Background: an optimization exercise with open tools, aiming at small area, a short achievable clock period and few clock cycles per item. Do not read the settings as production practice.
Function was checked by simulation only, so behaviour that the tests miss may differ from the original.
No activity file was given, so power comes from the tool's default toggle rates.

==> inputs of job 4179 <==
==> flow/design.v <==
package lsa_pkg;
   localparam int SLOTS_DEF = 64;
   localparam int POOLS_DEF = 2;
   localparam int SLOT_W   = 6;
   localparam int LAYER_W  = 7;
   typedef logic [SLOT_W-1:0]  slot_type;
   typedef logic [LAYER_W-1:0] layer_type;
   typedef enum logic [0:0] {
      ACT_ALLOC   = 1'b0,
      ACT_RELEASE = 1'b1
   } action_type;
   typedef enum logic [2:0] {
      STAT_REUSED    = 3'd0,
      STAT_FRESH     = 3'd1,
      STAT_RELEASED  = 3'd2,
      STAT_DUPLICATE = 3'd3,
      STAT_EXHAUSTED = 3'd4
   } status_type;
   typedef struct packed {
      action_type action;
      logic       pool_type;
      slot_type   slot_in;
   } req_type;
   typedef struct packed {
      slot_type   slot_out;
      layer_type  layer_count;
      status_type status;
   } rsp_type;
   typedef struct packed {
      logic       reuse;
      slot_type   slot;
      layer_type  layer_count;
      status_type status;
   } dec_type;
   function automatic logic [6:0] fill_up(input logic [6:0] c);
      fill_up = {c[5:0], c[6] ^ c[5]};
   endfunction
   function automatic logic [6:0] fill_dn(input logic [6:0] c);
      fill_dn = {c[0] ^ c[6], c[6:1]};
   endfunction
   function automatic logic [6:0] fill_code(input int n);
      logic [6:0] c;
      c = 7'd1;
      for (int i = 0; i < n; i++) begin
         c = fill_up(c);
      end
      fill_code = c;
   endfunction
endpackage
module lsa_queue_mem #(
   parameter int DEPTH = lsa_pkg::SLOTS_DEF,
   parameter int WIDTH = 6
) (
   input  logic                     clock,
   input  logic                     pop,
   input  logic                     push,
   input  logic [6:0]               wr_pos,
   input  logic [WIDTH-1:0]         wr_data,
   output logic [WIDTH-1:0]         head,
   output logic [WIDTH-1:0]         head_next
);
   logic [WIDTH-1:0] ent_ff [DEPTH];
   logic [7:0]       pos_hi;
   logic [15:0]      pos_lo;
   logic [6:0]       code [DEPTH];
   assign head      = ent_ff[0];
   assign head_next = ~ent_ff[1];
   always_comb begin
      for (int j = 0; j < 8; j++) begin
         pos_hi[j] = push && (wr_pos[6:4] == 3'(j));
      end
      for (int j = 0; j < 16; j++) begin
         pos_lo[j] = (wr_pos[3:0] == 4'(j));
      end
      for (int i = 0; i < DEPTH; i++) begin
         code[i] = lsa_pkg::fill_code(i);
      end
   end
   always_ff @(posedge clock) begin
      for (int i = 0; i < DEPTH; i++) begin
         if (pop) begin
            if (i < DEPTH - 1) begin
               ent_ff[i] <= ~ent_ff[i + 1];
            end
         end else if (pos_hi[code[i][6:4]] && pos_lo[code[i][3:0]]) begin
            ent_ff[i] <= (i % 2 == 1) ? ~wr_data : wr_data;
         end
      end
   end
endmodule
module lsa_pool_ctrl #(
   parameter int SLOTS = lsa_pkg::SLOTS_DEF,
   parameter int POOLS = lsa_pkg::POOLS_DEF
) (
   input  logic         clock,
   input  logic         reset,
   input  logic         upd_en,
   input  logic         upd_pool,
   input  logic [5:0]   upd_slot,
   input  logic         upd_val,
   input  logic         rd_pool,
   input  logic [2:0]   rd_group,
   output logic [7:0]   part_bits
);
   logic [POOLS*SLOTS-1:0] mark_ff;
   logic [15:0]            upd_hi;
   logic [7:0]             upd_lo;
   logic                   clr_ff;
   always_comb begin
      for (int b = 0; b < 8; b++) begin
         part_bits[b] = mark_ff[{rd_pool, rd_group, 3'(b)}];
      end
   end
   always_comb begin
      for (int j = 0; j < 16; j++) begin
         upd_hi[j] = clr_ff || (upd_en && ({upd_pool, upd_slot[5:3]} == 4'(j)));
      end
      for (int j = 0; j < 8; j++) begin
         upd_lo[j] = clr_ff || (upd_slot[2:0] == 3'(j));
      end
   end
   always_ff @(posedge clock) begin
      clr_ff <= reset;
      for (int i = 0; i < POOLS * SLOTS; i++) begin
         if (upd_hi[i / 8] && upd_lo[i % 8]) begin
            mark_ff[i] <= upd_val && !clr_ff;
         end
      end
   end
endmodule
module layer_slot_allocator #(
   parameter int SLOTS = lsa_pkg::SLOTS_DEF,
   parameter int POOLS = lsa_pkg::POOLS_DEF
) (
   input  logic             clock,
   input  logic             reset,
   input  logic             req_valid,
   output logic             req_stall,
   input  logic [7:0]       req_data,
   output logic             rsp_valid,
   input  logic             rsp_stall,
   output logic [15:0]      rsp_data
);
   logic hold_ff;
   logic       v1_ff;
   logic [7:0] r1_ff;
   logic       va_ff;
   logic [7:0] ra_ff;
   logic [7:0] mba_ff;
   logic       vd_ff;
   logic [7:0] rd_ff;
   logic       md_ff;
   logic       eq_rel_ff;
   logic       eq_hd_ff;
   logic       cw_v_ff;
   logic       cw_pool_ff;
   logic       cw_push_ff;
   logic [5:0] cw_slot_ff;
   logic [6:0] cw_pos_ff;
   logic       cw_first_ff;
   logic       cw2_v_ff;
   logic       cw2_pool_ff;
   logic       cw2_push_ff;
   logic [5:0] cw2_slot_ff;
   logic [1:0] cw_pop_p_ff;
   logic [1:0] cw_push_p_ff;
   logic [1:0][6:0] fill_ff;     
   logic [1:0]      empty_ff;
   logic [1:0]      full_ff;
   logic [1:0]      one_ff;
   logic [1:0]      f63_ff;
   logic [1:0][6:0] hw_ff;
   logic [1:0]      hwf_ff;
   logic        q0v_ff;
   logic        q1v_ff;
   logic [15:0] q0_ff;
   logic [15:0] q1_ff;
   logic [1:0][5:0] head;
   logic [1:0][5:0] head_nx;
   for (genvar p = 0; p < 2; p++) begin : g_fifo
      lsa_queue_mem #(
         .DEPTH (SLOTS),
         .WIDTH (6)
      ) u_mem (
         .clock     (clock),
         .pop       (cw_pop_p_ff[p]),
         .push      (cw_push_p_ff[p]),
         .wr_pos    (cw_pos_ff),
         .wr_data   (cw_slot_ff),
         .head      (head[p]),
         .head_next (head_nx[p])
      );
   end
   logic       a0_pool;
   logic [5:0] a0_slot;
   logic [7:0] part;
   logic [7:0] part_c;
   assign a0_pool = r1_ff[6];
   assign a0_slot = r1_ff[5:0];
   lsa_pool_ctrl #(
      .SLOTS (SLOTS),
      .POOLS (POOLS)
   ) u_mark (
      .clock     (clock),
      .reset     (reset),
      .upd_en    (cw_v_ff),
      .upd_pool  (cw_pool_ff),
      .upd_slot  (cw_slot_ff),
      .upd_val   (cw_push_ff),
      .rd_pool   (a0_pool),
      .rd_group  (a0_slot[5:3]),
      .part_bits (part)
   );
   assign part_c = part;
   logic       a1_pool;
   logic [5:0] a1_slot;
   logic       a1_mark;
   logic       a1_hit;
   logic       a1_hit2;
   assign a1_pool = ra_ff[6];
   assign a1_slot = ra_ff[5:0];
   assign a1_hit  = cw_v_ff && (cw_pool_ff == a1_pool) && (cw_slot_ff == a1_slot);
   assign a1_hit2 = cw2_v_ff && (cw2_pool_ff == a1_pool) && (cw2_slot_ff == a1_slot);
   assign a1_mark = a1_hit ? cw_push_ff : a1_hit2 ? cw2_push_ff : mba_ff[a1_slot[2:0]];
   logic       d_act;
   logic       d_pool;
   logic [5:0] d_slot;
   logic       d_mark;
   logic [5:0] d_head;
   logic       d_reuse;
   logic       d_fresh;
   logic       d_exh;
   logic       d_rel;
   logic       d_dup;
   logic [6:0] d_hw;
   logic [6:0] d_hw1;
   logic [6:0] d_fill;
   logic [15:0] d_res;
   logic       commit;
   assign d_act  = rd_ff[7];
   assign d_pool = rd_ff[6];
   assign d_slot = rd_ff[5:0];
   assign d_mark = eq_rel_ff ? 1'b1 : eq_hd_ff ? 1'b0 : md_ff;
   always_comb begin
      if (cw_v_ff && (cw_pool_ff == d_pool) && !cw_push_ff) begin
         d_head = head_nx[d_pool];
      end else if (cw_v_ff && (cw_pool_ff == d_pool) && cw_push_ff && cw_first_ff) begin
         d_head = cw_slot_ff;
      end else begin
         d_head = head[d_pool];
      end
   end
   assign d_hw    = hw_ff[d_pool];
   assign d_hw1   = d_hw + 7'd1;
   assign d_fill  = fill_ff[d_pool];
   assign d_reuse = !d_act && !empty_ff[d_pool];
   assign d_fresh = !d_act && empty_ff[d_pool] && !hwf_ff[d_pool];
   assign d_exh   = !d_act && empty_ff[d_pool] && hwf_ff[d_pool];
   assign d_rel   = d_act && !d_mark && !full_ff[d_pool];
   assign d_dup   = d_act && !d_rel;
   always_comb begin
      d_res = '0;
      if (d_reuse) begin
         d_res[15:10] = d_head;
      end else if (d_fresh) begin
         d_res[15:10] = d_hw[5:0];
      end
      d_res[9:3] = d_fresh ? d_hw1 : d_hw;
      d_res[2:0] = d_reuse ? lsa_pkg::STAT_REUSED :
                   d_fresh ? lsa_pkg::STAT_FRESH :
                   d_rel   ? lsa_pkg::STAT_RELEASED :
                   d_dup   ? lsa_pkg::STAT_DUPLICATE : lsa_pkg::STAT_EXHAUSTED;
   end
   assign commit = vd_ff && !hold_ff;
   logic eq_rel_c;
   logic eq_hd_c;
   logic eq_h0;
   logic eq_h1;
   logic eq_hc;
   assign eq_h0    = (a1_slot == head[a1_pool]);
   assign eq_h1    = (a1_slot == head_nx[a1_pool]);
   assign eq_hc    = (a1_slot == cw_slot_ff);
   assign eq_rel_c = commit && d_rel && (a1_pool == d_pool) && (a1_slot == d_slot);
   assign eq_hd_c  = commit && d_reuse && (a1_pool == d_pool) &&
                     ((cw_v_ff && (cw_pool_ff == d_pool) && !cw_push_ff) ? eq_h1 :
                      (cw_v_ff && (cw_pool_ff == d_pool) && cw_push_ff && cw_first_ff) ? eq_hc : eq_h0);
   logic hand;
   logic q0_free;
   logic q0v_n;
   logic q1v_n;
   assign hand    = q0v_ff && !rsp_stall;
   assign q0_free = !q0v_ff || hand;
   assign q0v_n   = q0_free ? (q1v_ff || commit) : 1'b1;
   assign q1v_n   = q0_free ? (q1v_ff && commit) : (q1v_ff || commit);
   assign req_stall = hold_ff;
   assign rsp_valid = q0v_ff;
   assign rsp_data  = q0_ff;
   always_ff @(posedge clock) begin
      if (reset) begin
         hold_ff <= 1'b0;
         q0v_ff  <= 1'b0;
         q1v_ff  <= 1'b0;
      end else begin
         hold_ff <= q0v_n && q1v_n;
         q0v_ff  <= q0v_n;
         q1v_ff  <= q1v_n;
      end
   end
   always_ff @(posedge clock) begin
      if (q0_free) begin
         q0_ff <= q1v_ff ? q1_ff : d_res;
      end
      if (!q1v_ff) begin
         q1_ff <= d_res;
      end
   end
   always_ff @(posedge clock) begin
      if (reset) begin
         v1_ff   <= 1'b0;
         va_ff   <= 1'b0;
         vd_ff   <= 1'b0;
         cw_v_ff <= 1'b0;
         cw2_v_ff <= 1'b0;
      end else begin
         if (!hold_ff) begin
            v1_ff <= req_valid;
            va_ff <= v1_ff;
            vd_ff <= va_ff;
         end
         cw_v_ff <= commit && (d_reuse || d_rel);
         cw2_v_ff <= cw_v_ff;
      end
   end
   always_ff @(posedge clock) begin
      if (!hold_ff) begin
         r1_ff     <= req_data;
         ra_ff     <= r1_ff;
         mba_ff    <= part_c;
         rd_ff     <= ra_ff;
         md_ff     <= a1_mark;
         eq_rel_ff <= eq_rel_c;
         eq_hd_ff  <= eq_hd_c;
      end else begin
         eq_rel_ff <= 1'b0;
         eq_hd_ff  <= 1'b0;
         mba_ff    <= {8{a1_mark}};
         md_ff     <= d_mark;
      end
      cw2_pool_ff <= cw_pool_ff;
      cw2_push_ff <= cw_push_ff;
      cw2_slot_ff <= cw_slot_ff;
      cw_pool_ff <= d_pool;
      cw_push_ff <= d_act;
      cw_slot_ff <= d_act ? d_slot : d_head;
      cw_pos_ff  <= d_fill;
      cw_first_ff <= empty_ff[d_pool];
   end
   for (genvar p = 0; p < 2; p++) begin : g_pool
      logic sel;
      logic pop_p;
      logic push_p;
      logic fresh_p;
      assign sel     = commit && (d_pool == p);
      assign pop_p   = sel && !d_act && !empty_ff[p];
      assign push_p  = sel && d_act && !d_mark && !full_ff[p];
      assign fresh_p = sel && !d_act && empty_ff[p] && !hwf_ff[p];
      always_ff @(posedge clock) begin
         if (reset) begin
            fill_ff[p]  <= lsa_pkg::fill_code(0);
            empty_ff[p] <= 1'b1;
            full_ff[p]  <= 1'b0;
            one_ff[p]   <= 1'b0;
            f63_ff[p]   <= 1'b0;
            hw_ff[p]    <= '0;
            hwf_ff[p]   <= 1'b0;
            cw_pop_p_ff[p]  <= 1'b0;
            cw_push_p_ff[p] <= 1'b0;
         end else begin
            cw_pop_p_ff[p]  <= pop_p;
            cw_push_p_ff[p] <= push_p;
            if (pop_p) begin
               fill_ff[p]  <= lsa_pkg::fill_dn(fill_ff[p]);
               empty_ff[p] <= one_ff[p];
               one_ff[p]   <= (fill_ff[p] == lsa_pkg::fill_code(2));
               full_ff[p]  <= 1'b0;
               f63_ff[p]   <= full_ff[p];
            end
            if (push_p) begin
               fill_ff[p]  <= lsa_pkg::fill_up(fill_ff[p]);
               empty_ff[p] <= 1'b0;
               one_ff[p]   <= empty_ff[p];
               full_ff[p]  <= f63_ff[p];
               f63_ff[p]   <= (fill_ff[p] == lsa_pkg::fill_code(62));
            end
            if (fresh_p) begin
               hw_ff[p]  <= hw_ff[p] + 7'd1;
               hwf_ff[p] <= (hw_ff[p] == 7'd63);
            end
         end
      end
   end
endmodule
==> flow/run.sh <==
#!/bin/bash
# synth_recipe.tcl (not shown) runs the flow's synth.tcl, then flattens the netlist and writes it again
# the make line also repeats each setting of config.mk as NAME=value (left out here)
make -C /OpenROAD-flow-scripts/flow DESIGN_CONFIG=/design/flow/config.mk WORK_HOME=/design/flow/orfs CLKGATE_MAP_FILE= SYNTH_SCRIPT=/design/flow/synth_recipe.tcl finish
==> flow/config.mk <==
export PLATFORM = sky130hd
export DESIGN_NAME = layer_slot_allocator
export DESIGN_NICKNAME = layer_slot_allocator
export VERILOG_FILES = /design/flow/design.v
export SDC_FILE = /design/flow/constraint.sdc
export NUM_CORES = 4
export LEC_CHECK = 0
export CAP_MARGIN = 20
export CORE_MARGIN = 2
export CORE_UTILIZATION = 60
export CTS_BUF_LIST = sky130_fd_sc_hd__clkbuf_16
export CTS_CLUSTER_DIAMETER = 80
export CTS_CLUSTER_SIZE = 25
export SETUP_SLACK_MARGIN = 2.8
export SLEW_MARGIN = 20
==> flow/constraint.sdc <==
create_clock -name core_clock -period 5.0 [get_ports {clock}]
set_input_delay 1.0000 -clock core_clock [delete_from_list [all_inputs] [get_ports {clock}]]
set_output_delay 1.0000 -clock core_clock [all_outputs]
set_load 0.01 [all_outputs]
==> job 9167: changes against job 4179 <==
--- a/flow/design.v
+++ b/flow/design.v
@@ -152,12 +152,13 @@
    logic       md_ff;
    logic       eq_rel_ff;
    logic       eq_hd_ff;
+   logic       fw_pop_ff;       
+   logic       fw_first_ff;     
    logic       cw_v_ff;
    logic       cw_pool_ff;
    logic       cw_push_ff;
    logic [5:0] cw_slot_ff;
    logic [6:0] cw_pos_ff;
-   logic       cw_first_ff;
    logic       cw2_v_ff;
    logic       cw2_pool_ff;
    logic       cw2_push_ff;
@@ -242,9 +243,9 @@
    assign d_slot = rd_ff[5:0];
    assign d_mark = eq_rel_ff ? 1'b1 : eq_hd_ff ? 1'b0 : md_ff;
    always_comb begin
-      if (cw_v_ff && (cw_pool_ff == d_pool) && !cw_push_ff) begin
+      if (fw_pop_ff) begin
          d_head = head_nx[d_pool];
-      end else if (cw_v_ff && (cw_pool_ff == d_pool) && cw_push_ff && cw_first_ff) begin
+      end else if (fw_first_ff) begin
          d_head = cw_slot_ff;
       end else begin
          d_head = head[d_pool];
@@ -282,8 +283,11 @@
    assign eq_hc    = (a1_slot == cw_slot_ff);
    assign eq_rel_c = commit && d_rel && (a1_pool == d_pool) && (a1_slot == d_slot);
    assign eq_hd_c  = commit && d_reuse && (a1_pool == d_pool) &&
-                     ((cw_v_ff && (cw_pool_ff == d_pool) && !cw_push_ff) ? eq_h1 :
-                      (cw_v_ff && (cw_pool_ff == d_pool) && cw_push_ff && cw_first_ff) ? eq_hc : eq_h0);
+                     (fw_pop_ff ? eq_h1 : fw_first_ff ? eq_hc : eq_h0);
+   logic fw_pop_c;
+   logic fw_first_c;
+   assign fw_pop_c   = commit && d_reuse && (a1_pool == d_pool);
+   assign fw_first_c = commit && d_rel && empty_ff[d_pool] && (a1_pool == d_pool);
    logic hand;
    logic q0_free;
    logic q0v_n;
@@ -340,9 +344,13 @@
          md_ff     <= a1_mark;
          eq_rel_ff <= eq_rel_c;
          eq_hd_ff  <= eq_hd_c;
+         fw_pop_ff   <= fw_pop_c;
+         fw_first_ff <= fw_first_c;
       end else begin
          eq_rel_ff <= 1'b0;
          eq_hd_ff  <= 1'b0;
+         fw_pop_ff   <= 1'b0;
+         fw_first_ff <= 1'b0;
          mba_ff    <= {8{a1_mark}};
          md_ff     <= d_mark;
       end
@@ -353,7 +361,6 @@
       cw_push_ff <= d_act;
       cw_slot_ff <= d_act ? d_slot : d_head;
       cw_pos_ff  <= d_fill;
-      cw_first_ff <= empty_ff[d_pool];
    end
    for (genvar p = 0; p < 2; p++) begin : g_pool
       logic sel;
Settings changed: SETUP_SLACK_MARGIN 2.8 to 3.1.
==> job 1665: changes against job 4179 <==
--- a/flow/design.v
+++ b/flow/design.v
@@ -105,7 +105,6 @@
    logic [POOLS*SLOTS-1:0] mark_ff;
    logic [15:0]            upd_hi;
    logic [7:0]             upd_lo;
-   logic                   clr_ff;
    always_comb begin
       for (int b = 0; b < 8; b++) begin
          part_bits[b] = mark_ff[{rd_pool, rd_group, 3'(b)}];
@@ -113,17 +112,18 @@
    end
    always_comb begin
       for (int j = 0; j < 16; j++) begin
-         upd_hi[j] = clr_ff || (upd_en && ({upd_pool, upd_slot[5:3]} == 4'(j)));
+         upd_hi[j] = upd_en && ({upd_pool, upd_slot[5:3]} == 4'(j));
       end
       for (int j = 0; j < 8; j++) begin
-         upd_lo[j] = clr_ff || (upd_slot[2:0] == 3'(j));
+         upd_lo[j] = (upd_slot[2:0] == 3'(j));
       end
    end
    always_ff @(posedge clock) begin
-      clr_ff <= reset;
       for (int i = 0; i < POOLS * SLOTS; i++) begin
-         if (upd_hi[i / 8] && upd_lo[i % 8]) begin
-            mark_ff[i] <= upd_val && !clr_ff;
+         if (reset) begin
+            mark_ff[i] <= 1'b0;
+         end else if (upd_hi[i / 8] && upd_lo[i % 8]) begin
+            mark_ff[i] <= upd_val;
          end
       end
    end
@@ -158,10 +158,6 @@
    logic [5:0] cw_slot_ff;
    logic [6:0] cw_pos_ff;
    logic       cw_first_ff;
-   logic       cw2_v_ff;
-   logic       cw2_pool_ff;
-   logic       cw2_push_ff;
-   logic [5:0] cw2_slot_ff;
    logic [1:0] cw_pop_p_ff;
    logic [1:0] cw_push_p_ff;
    logic [1:0][6:0] fill_ff;     
@@ -211,17 +207,27 @@
       .rd_group  (a0_slot[5:3]),
       .part_bits (part)
    );
-   assign part_c = part;
+   logic a0_hitg;
+   assign a0_hitg = cw_v_ff && (cw_pool_ff == a0_pool) && (cw_slot_ff[5:3] == a0_slot[5:3]);
+   always_comb begin
+      for (int b = 0; b < 8; b++) begin
+         part_c[b] = (a0_hitg && (cw_slot_ff[2:0] == 3'(b))) ? cw_push_ff : part[b];
+      end
+   end
    logic       a1_pool;
    logic [5:0] a1_slot;
+   logic       a1_hitg;
+   logic [7:0] mba_c;
    logic       a1_mark;
-   logic       a1_hit;
-   logic       a1_hit2;
    assign a1_pool = ra_ff[6];
    assign a1_slot = ra_ff[5:0];
-   assign a1_hit  = cw_v_ff && (cw_pool_ff == a1_pool) && (cw_slot_ff == a1_slot);
-   assign a1_hit2 = cw2_v_ff && (cw2_pool_ff == a1_pool) && (cw2_slot_ff == a1_slot);
-   assign a1_mark = a1_hit ? cw_push_ff : a1_hit2 ? cw2_push_ff : mba_ff[a1_slot[2:0]];
+   assign a1_hitg = cw_v_ff && (cw_pool_ff == a1_pool) && (cw_slot_ff[5:3] == a1_slot[5:3]);
+   always_comb begin
+      for (int b = 0; b < 8; b++) begin
+         mba_c[b] = (a1_hitg && (cw_slot_ff[2:0] == 3'(b))) ? cw_push_ff : mba_ff[b];
+      end
+   end
+   assign a1_mark = mba_c[a1_slot[2:0]];
    logic       d_act;
    logic       d_pool;
    logic [5:0] d_slot;
@@ -320,7 +326,6 @@
          va_ff   <= 1'b0;
          vd_ff   <= 1'b0;
          cw_v_ff <= 1'b0;
-         cw2_v_ff <= 1'b0;
       end else begin
          if (!hold_ff) begin
             v1_ff <= req_valid;
@@ -328,7 +333,6 @@
             vd_ff <= va_ff;
          end
          cw_v_ff <= commit && (d_reuse || d_rel);
-         cw2_v_ff <= cw_v_ff;
       end
    end
    always_ff @(posedge clock) begin
@@ -343,12 +347,9 @@
       end else begin
          eq_rel_ff <= 1'b0;
          eq_hd_ff  <= 1'b0;
-         mba_ff    <= {8{a1_mark}};
+         mba_ff    <= mba_c;
          md_ff     <= d_mark;
       end
-      cw2_pool_ff <= cw_pool_ff;
-      cw2_push_ff <= cw_push_ff;
-      cw2_slot_ff <= cw_slot_ff;
       cw_pool_ff <= d_pool;
       cw_push_ff <= d_act;
       cw_slot_ff <= d_act ? d_slot : d_head;
Settings changed: CTS_CLUSTER_DIAMETER 80 to 100, CTS_CLUSTER_SIZE 25 to 30.
==> summary of the runs <==
Against job 1665, the worst setup slack of job 9167 is better by 0.12 ns. Against job 9167, the power of job 1665 is lower by about 4.4%. Global-route usage: job 1665 > job 9167 > job 4179. The highest combinational power belongs to job 9167, the lowest to job 1665.
==> figures <==
	job 9167	job 4179	job 1665
Destination of the worst register-to-register timing path	q0_ff[3]$_DFFE_PN_	g_fifo[1].u_mem.ent_ff[12][5]$_DFFE_PP_	mba_ff[0]$_DFF_P_
Netlist area before placement	0.0407 sq mm	0.0406 sq mm	0.0410 sq mm
DR iter-0 viols	3159	2950	3458
Filler cells	4538	4816	4897
Average size of a mapped cell	13.9 sq um	14.2 sq um	12.7 sq um
Synthesis-stage register bit count	1039	1038	1028
Run status	timing/DRC/antenna clean	timing/DRC/antenna clean	timing/DRC/antenna clean
Gp weighted congestion	0.857	0.823	0.878
Metal3 WL	9.18 mm	7.61 mm	9.92 mm
Xor and xnor area share after synthesis	0.904%	1.03%	0.919%
Testbench counts of job 4179, summed over its fixed seeds: cycles 32,032, items 32,000.
Testbench counts of job 9167, summed over its fixed seeds: cycles 32,032, items 32,000.
Testbench counts of job 1665, summed over its fixed seeds: cycles 32,032, items 32,000.

port drivers added, routing unchanged:
The flow's constraints put no driver on any port. The routed layouts listed below were extracted and timed again, unchanged, in two steps.
Step 1: set_driving_cell puts a clkbuf_16 on clock and a buf_2 on each other input, an assumption about the parent block.
Step 2 also shifts input and output timing later by t, the mid clock arrival at the registers, as if the neighbouring blocks saw the same clock.
Slacks: ideal ports / drivers / drivers and shift; pairs: ideal ports / drivers.
run	t (ns)	setup slack, ns	worst setup path after step 2	worst slew at a driven data input, ns
job 4179	0.696	2.591 / 2.591 / 2.351	input to register	0.08
job 9167	0.697	2.808 / 2.765 / 2.665	input to register	0.07
job 1665	0.688	2.687 / 2.687 / 2.374	input to register	0.06
After both steps setup and hold are still met in every run listed. The setup slack of job 1665, which loses most, moves by 0.000 ns with the drivers and by -0.313 ns with both steps.
